Background: an optimization exercise with open tools, aiming at small area, a short achievable clock period and few clock cycles per item. Do not read the settings as production practice.
Power and IR drop assume default switching activity.

==> run a <==
Design axi_lite_slave_mem, start of the top module:
module axi_lite_slave_mem #(
    parameter int ADDR_WIDTH = 32,
    parameter int DATA_WIDTH = 32,
    parameter int DEPTH      = 32
) (
    input  logic                  s_axi_aclk,
    input  logic                  s_axi_areset,
    input  logic [ADDR_WIDTH-1:0] s_axi_awaddr,
    input  logic [2:0]            s_axi_awprot,
    input  logic                  s_axi_awvalid,
    output logic                  s_axi_awready,
    input  logic [DATA_WIDTH-1:0] s_axi_wdata,
    input  logic [3:0]            s_axi_wstrb,
    input  logic                  s_axi_wvalid,
    output logic                  s_axi_wready,
    output logic [1:0]            s_axi_bresp,
    output logic                  s_axi_bvalid,
    input  logic                  s_axi_bready,
    input  logic [ADDR_WIDTH-1:0] s_axi_araddr,
    input  logic [2:0]            s_axi_arprot,
    input  logic                  s_axi_arvalid,
    output logic                  s_axi_arready,
    output logic [DATA_WIDTH-1:0] s_axi_rdata,
    output logic [1:0]            s_axi_rresp,
    output logic                  s_axi_rvalid,
    input  logic                  s_axi_rready
);
==> flow/config.mk <==
export PLATFORM = sky130hd
export DESIGN_NAME = axi_lite_slave_mem
export DESIGN_NICKNAME = axi_lite_slave_mem
export VERILOG_FILES = /design/flow/design.v
export SDC_FILE = /design/flow/constraint.sdc
export NUM_CORES = 4
export LEC_CHECK = 0
export CAP_MARGIN = 20
export CORE_MARGIN = 2
export CORE_UTILIZATION = 40
export CTS_CLUSTER_DIAMETER = 120
export CTS_CLUSTER_SIZE = 24
export SETUP_SLACK_MARGIN = 2.0
export SLEW_MARGIN = 20
export SYNTH_HIERARCHICAL = 1
==> flow/constraint.sdc <==
create_clock -name core_clock -period 4.0 [get_ports {s_axi_aclk}]
set_input_delay 0.8000 -clock core_clock [delete_from_list [all_inputs] [get_ports {s_axi_aclk}]]
set_output_delay 0.8000 -clock core_clock [all_outputs]
set_load 0.01 [all_outputs]
standard.sh (not shown) runs the stock make flow with config.mk's settings and CLKGATE_MAP_FILE= SYNTH_SCRIPT=/design/flow/synth_recipe.tcl, a recipe that flattens the netlist after the stock synthesis.
==> flow/flow/run.sh <==
#!/bin/bash
# Own layout flow: the standard flow (standard.sh, unchanged synthesis, floorplan,
# power grid and tap cells), with plain buffers for the port buffers instead of the
# delay cells buffer_ports picks on its own.
set -euo pipefail
export BUFFER_PORTS_ARGS="-buffer_cell sky130_fd_sc_hd__buf_2"
bash standard.sh finish > flow_standard.log 2>&1
==> run b (differences from run a) <==
==> flow/design.v (replaced) <==
package axi_lite_pkg;
    localparam int DATA_W = 32;
    localparam int STRB_W = 4;
    localparam logic [1:0] RESP_OKAY   = 2'b00;
    localparam logic [1:0] RESP_SLVERR = 2'b10;
endpackage
module axi_lite_regfile #(
    parameter int DEPTH = 32
) (
    input  logic              i_clk,
    input  logic              i_srst,
    input  logic [axi_lite_pkg::STRB_W-1:0] i_wen,       
    input  logic [3:0]        i_wsel_lo,                 
    input  logic [DEPTH/4-1:0] i_wsel_hi,                
    input  logic [axi_lite_pkg::DATA_W-1:0] i_wdata,
    input  logic              i_re,
    input  logic [DEPTH-1:0]  i_rsel,                    
    output logic [axi_lite_pkg::DATA_W-1:0] o_rdata
);
    logic [axi_lite_pkg::DATA_W-1:0] r_mem [DEPTH];
    logic [axi_lite_pkg::DATA_W-1:0] r_rdata;
    logic [axi_lite_pkg::DATA_W-1:0] w_rd, w_wd;
    assign w_wd = i_srst ? {axi_lite_pkg::DATA_W{1'b0}} : i_wdata;
    always_ff @(posedge i_clk) begin
        for (int k = 0; k < DEPTH; k++) begin
            for (int n = 0; n < axi_lite_pkg::STRB_W; n++) begin
                if (i_srst || (i_wen[n] && i_wsel_lo[k % 4] && i_wsel_hi[k / 4])) begin
                    r_mem[k][8*n +: 8] <= w_wd[8*n +: 8];
                end
            end
        end
    end
    always_comb begin
        w_rd = '0;
        for (int k = 0; k < DEPTH; k++) begin
            w_rd = w_rd | (r_mem[k] & {axi_lite_pkg::DATA_W{i_rsel[k]}});
        end
    end
    always_ff @(posedge i_clk) begin
        if (i_re) begin
            r_rdata <= w_rd;
        end
    end
    assign o_rdata = r_rdata;
endmodule
module axi_lite_slave_mem #(
    parameter int ADDR_WIDTH = 32,
    parameter int DATA_WIDTH = 32,
    parameter int DEPTH      = 32
) (
    input  logic                  s_axi_aclk,
    input  logic                  s_axi_areset,
    input  logic [ADDR_WIDTH-1:0] s_axi_awaddr,
    input  logic [2:0]            s_axi_awprot,
    input  logic                  s_axi_awvalid,
    output logic                  s_axi_awready,
    input  logic [DATA_WIDTH-1:0] s_axi_wdata,
    input  logic [3:0]            s_axi_wstrb,
    input  logic                  s_axi_wvalid,
    output logic                  s_axi_wready,
    output logic [1:0]            s_axi_bresp,
    output logic                  s_axi_bvalid,
    input  logic                  s_axi_bready,
    input  logic [ADDR_WIDTH-1:0] s_axi_araddr,
    input  logic [2:0]            s_axi_arprot,
    input  logic                  s_axi_arvalid,
    output logic                  s_axi_arready,
    output logic [DATA_WIDTH-1:0] s_axi_rdata,
    output logic [1:0]            s_axi_rresp,
    output logic                  s_axi_rvalid,
    input  logic                  s_axi_rready
);
    localparam int IDX_W = (DEPTH > 1) ? $clog2(DEPTH) : 1;
    localparam int HI_N  = DEPTH / 4;
    localparam logic [ADDR_WIDTH-3:0] DEPTH_W = (ADDR_WIDTH-2)'(DEPTH);
    logic w_unused;
    assign w_unused = ^{s_axi_awprot, s_axi_arprot, s_axi_awaddr[1:0], s_axi_araddr[1:0]};
    logic                              r_awready, r_wready, r_arready;
    logic                              r_aw_v, r_aw_ok;
    logic [3:0]                        r_aw_lo;       
    logic [HI_N-1:0]                   r_aw_hi;       
    logic                              r_w_v;
    logic [axi_lite_pkg::DATA_W-1:0]   r_w_data;
    logic [axi_lite_pkg::STRB_W-1:0]   r_w_strb;
    logic [axi_lite_pkg::STRB_W-1:0]   r_wen;         
    logic                              r_bvalid, r_berr, r_bsk_v, r_bsk_err;
    logic [1:0]                        r_blk;         
    logic                              r_ar0_v, r_ar0_ok, r_ar1_v, r_ar1_ok;
    logic [DEPTH-1:0]                  r_ar0_sel;     
    logic [IDX_W-1:0]                  r_ar1_idx;
    logic                              r_rvalid, r_rerr;
    logic [axi_lite_pkg::DATA_W-1:0]   w_rf_rdata;
    logic w_aw_hs, w_ar_hs, w_commit, w_issue;
    assign w_aw_hs  = s_axi_awvalid & r_awready;
    assign w_ar_hs  = s_axi_arvalid & r_arready;
    assign w_commit = r_aw_v & r_w_v & ~r_bsk_v & (r_blk == 2'd0);
    assign w_issue  = r_ar0_v & (~r_rvalid | s_axi_rready);
    logic w_aw_in_ok, w_ar_in_ok;
    assign w_aw_in_ok = (s_axi_awaddr[ADDR_WIDTH-1:2] < DEPTH_W);
    assign w_ar_in_ok = (s_axi_araddr[ADDR_WIDTH-1:2] < DEPTH_W);
    logic w_aw_v_nxt, w_w_v_nxt, w_bsk_v_nxt, w_pair_old, w_commit_nxt, w_aw_ok_nxt;
    logic w_ar0_v_nxt, w_ar1_v_nxt;
    logic [1:0] w_blk_nxt, w_ar_left;
    logic [axi_lite_pkg::STRB_W-1:0] w_w_strb_nxt;
    assign w_aw_v_nxt = r_awready ? s_axi_awvalid : (r_aw_v & ~w_commit);
    assign w_w_v_nxt  = r_wready  ? s_axi_wvalid  : (r_w_v  & ~w_commit);
    assign w_bsk_v_nxt = r_bsk_v ? ~(r_bvalid & s_axi_bready) : (w_commit & r_bvalid & ~s_axi_bready);
    assign w_ar_left = 2'(r_ar0_v) + 2'(r_ar1_v) - 2'(w_issue);
    assign w_pair_old = r_aw_v & r_w_v & ~w_commit;
    always_comb begin
        if (w_pair_old) begin
            w_blk_nxt = (r_blk != 2'd0 && w_issue) ? r_blk - 2'd1 : r_blk;
        end else if (w_aw_v_nxt & w_w_v_nxt) begin
            w_blk_nxt = w_ar_left;
        end else begin
            w_blk_nxt = 2'd0;
        end
    end
    assign w_commit_nxt = w_aw_v_nxt & w_w_v_nxt & ~w_bsk_v_nxt & (w_blk_nxt == 2'd0);
    assign w_aw_ok_nxt  = r_awready ? w_aw_in_ok : r_aw_ok;
    assign w_w_strb_nxt = r_wready ? s_axi_wstrb : r_w_strb;
    assign w_ar0_v_nxt = (~r_ar0_v | w_issue) ? (r_ar1_v | w_ar_hs) : 1'b1;
    assign w_ar1_v_nxt = (~r_ar0_v | w_issue) ? (r_ar1_v & w_ar_hs) : (r_ar1_v | w_ar_hs);
    always_ff @(posedge s_axi_aclk) begin
        if (r_awready) begin
            r_aw_ok <= w_aw_in_ok;
            for (int i = 0; i < 4; i++) begin
                r_aw_lo[i] <= s_axi_awaddr[3:2] == 2'(i);
            end
            for (int i = 0; i < HI_N; i++) begin
                r_aw_hi[i] <= w_aw_in_ok && s_axi_awaddr[IDX_W+1:4] == (IDX_W-2)'(i);
            end
        end
        if (r_wready) begin
            r_w_data <= s_axi_wdata;
            r_w_strb <= s_axi_wstrb;
        end
        if (w_commit & (~r_bvalid | s_axi_bready)) begin
            r_berr <= ~r_aw_ok;
        end else if (r_bsk_v & s_axi_bready) begin
            r_berr <= r_bsk_err;
        end
        if (w_commit) begin
            r_bsk_err <= ~r_aw_ok;
        end
    end
    always_ff @(posedge s_axi_aclk) begin
        if (s_axi_areset) begin
            r_aw_v    <= 1'b0;
            r_w_v     <= 1'b0;
            r_awready <= 1'b1;
            r_wready  <= 1'b1;
            r_wen     <= '0;
            r_bvalid  <= 1'b0;
            r_bsk_v   <= 1'b0;
            r_blk     <= 2'd0;
        end else begin
            r_aw_v    <= w_aw_v_nxt;
            r_w_v     <= w_w_v_nxt;
            r_awready <= ~w_aw_v_nxt | (w_w_v_nxt & ~w_bsk_v_nxt & (w_blk_nxt == 2'd0));
            r_wready  <= ~w_w_v_nxt  | (w_aw_v_nxt & ~w_bsk_v_nxt & (w_blk_nxt == 2'd0));
            r_wen     <= w_w_strb_nxt & {axi_lite_pkg::STRB_W{w_commit_nxt & w_aw_ok_nxt}};
            r_bvalid  <= r_bsk_v | w_commit | (r_bvalid & ~s_axi_bready);
            r_bsk_v   <= w_bsk_v_nxt;
            r_blk     <= w_blk_nxt;
        end
    end
    logic [DEPTH-1:0] w_ar_in_sel, w_ar1_sel;
    always_comb begin
        for (int k = 0; k < DEPTH; k++) begin
            w_ar_in_sel[k] = w_ar_in_ok && s_axi_araddr[IDX_W+1:2] == IDX_W'(k);
            w_ar1_sel[k]   = r_ar1_ok && r_ar1_idx == IDX_W'(k);
        end
    end
    always_ff @(posedge s_axi_aclk) begin
        if (~r_ar0_v | w_issue) begin
            if (r_ar1_v) begin
                r_ar0_ok  <= r_ar1_ok;
                r_ar0_sel <= w_ar1_sel;
            end else begin
                r_ar0_ok  <= w_ar_in_ok;
                r_ar0_sel <= w_ar_in_sel;
            end
        end
        if (w_ar_hs) begin
            r_ar1_ok  <= w_ar_in_ok;
            r_ar1_idx <= s_axi_araddr[IDX_W+1:2];
        end
        if (w_issue) begin
            r_rerr <= ~r_ar0_ok;
        end
    end
    always_ff @(posedge s_axi_aclk) begin
        if (s_axi_areset) begin
            r_ar0_v   <= 1'b0;
            r_ar1_v   <= 1'b0;
            r_arready <= 1'b1;
            r_rvalid  <= 1'b0;
        end else begin
            r_ar0_v   <= w_ar0_v_nxt;
            r_ar1_v   <= w_ar1_v_nxt;
            r_arready <= ~(w_ar0_v_nxt & w_ar1_v_nxt);
            r_rvalid  <= w_issue | (r_rvalid & ~s_axi_rready);
        end
    end
    axi_lite_regfile #(
        .DEPTH (DEPTH)
    ) u_regfile (
        .i_clk     (s_axi_aclk),
        .i_srst    (s_axi_areset),
        .i_wen     (r_wen),
        .i_wsel_lo (r_aw_lo),
        .i_wsel_hi (r_aw_hi),
        .i_wdata   (r_w_data),
        .i_re      (~r_rvalid | s_axi_rready),
        .i_rsel    (r_ar0_sel),
        .o_rdata   (w_rf_rdata)
    );
    assign s_axi_awready = r_awready;
    assign s_axi_wready  = r_wready;
    assign s_axi_bvalid  = r_bvalid;
    assign s_axi_bresp   = r_berr ? axi_lite_pkg::RESP_SLVERR : axi_lite_pkg::RESP_OKAY;
    assign s_axi_arready = r_arready;
    assign s_axi_rvalid  = r_rvalid;
    assign s_axi_rresp   = r_rerr ? axi_lite_pkg::RESP_SLVERR : axi_lite_pkg::RESP_OKAY;
    assign s_axi_rdata   = w_rf_rdata;
endmodule
- SETUP_SLACK_MARGIN: 2.0 -> 2.2
- SYNTH_HIERARCHICAL: 1 -> default
==> summary.txt <==
In run b the routed wire length is larger than in run a, by 32%. In run b the clock power is higher than in run a, by about 1%. Against run a, the clock-buffer cell count of run b is lower by 2. Between run a and run b, the lower maximum frequency is in run b (gap 7.8%, measured against run b). In run b the worst setup slack is lower than in run a, by 0.16 ns. Between run b and run a, the lower area after synthesis is in run b (gap about 0.4%, measured against run a). Register-to-register slack: run a is higher than run b (0.16 ns).
==> figures <==
                                                                                        run b                      run a
Initial antenna violation count                                                             7                          1
Maximum number of pins on one net before global-route repair                               97                         66
Crit Reg-Reg Startpoint                                                r_ar0_sel[2]$_DFFE_PN_       r_aw_hi[6]$_DFFE_PN_
Yosys cell types                                                                           47                         49
Final area over synthesized area                                                      1.1923x                    1.1072x
Worst path slowest cell                                                sky130_fd_sc_hd__or4_4  sky130_fd_sc_hd__edfxtp_1
Fraction of area in multi-input gates                                                  18.62%                     16.45%
Layout non-clock buf frac                                                              6.710%                     3.186%
Result of the run                                                     complete, no violations    complete, no violations
Share of final layout cell area taken by clock buffers and inverters                   2.914%                     3.197%
Fraction of the mapped netlist area in adder cells                                    0.1113%                   0.08754%
Number of ordinary inverters in the final layout                                           15                         14
Number of DRC violations after detailed-routing iteration 0                              5033                       2943
Pre-Repair DR Iteration Count                                                               8                          6
Crit path kind                                                                        reg2reg                    reg2out
Power Density                                                                   441.9 mW/mm^2              466.1 mW/mm^2
No functional check of the RTL was part of any run of this note.

-- static timing again, ports no longer ideal --
In the flow no input, the clock included, has a driving cell. The finished layouts below were timed again as built, in two steps. Step 1 sets driving cells, clkbuf_16 on the clock port and buf_2 on the other inputs (assumed; they add their load-dependent delay and slew). Step 2 times the ports against the registers' clock, not the clock port: input delays grow and output delays shrink by t, the midpoint of the rising clock arrivals with the driver on. Three values: ideal ports, drivers, drivers and shift; two values: the first two.
run | t (ns) | setup WS [ns] | slew at the worst register clock pin (ns) | worst slew at a driven data input, ns
run a | 0.716 | 2.000 / 1.932 / 1.413 | 0.10 / 0.10 | 0.10
run b | 0.725 | 1.844 / 1.844 / 1.507 | 0.11 / 0.11 | 0.07
After both steps every run listed still meets setup and hold. For run a, which loses most, drivers alone change the setup slack by -0.068 ns; drivers and shift together by -0.587 ns.
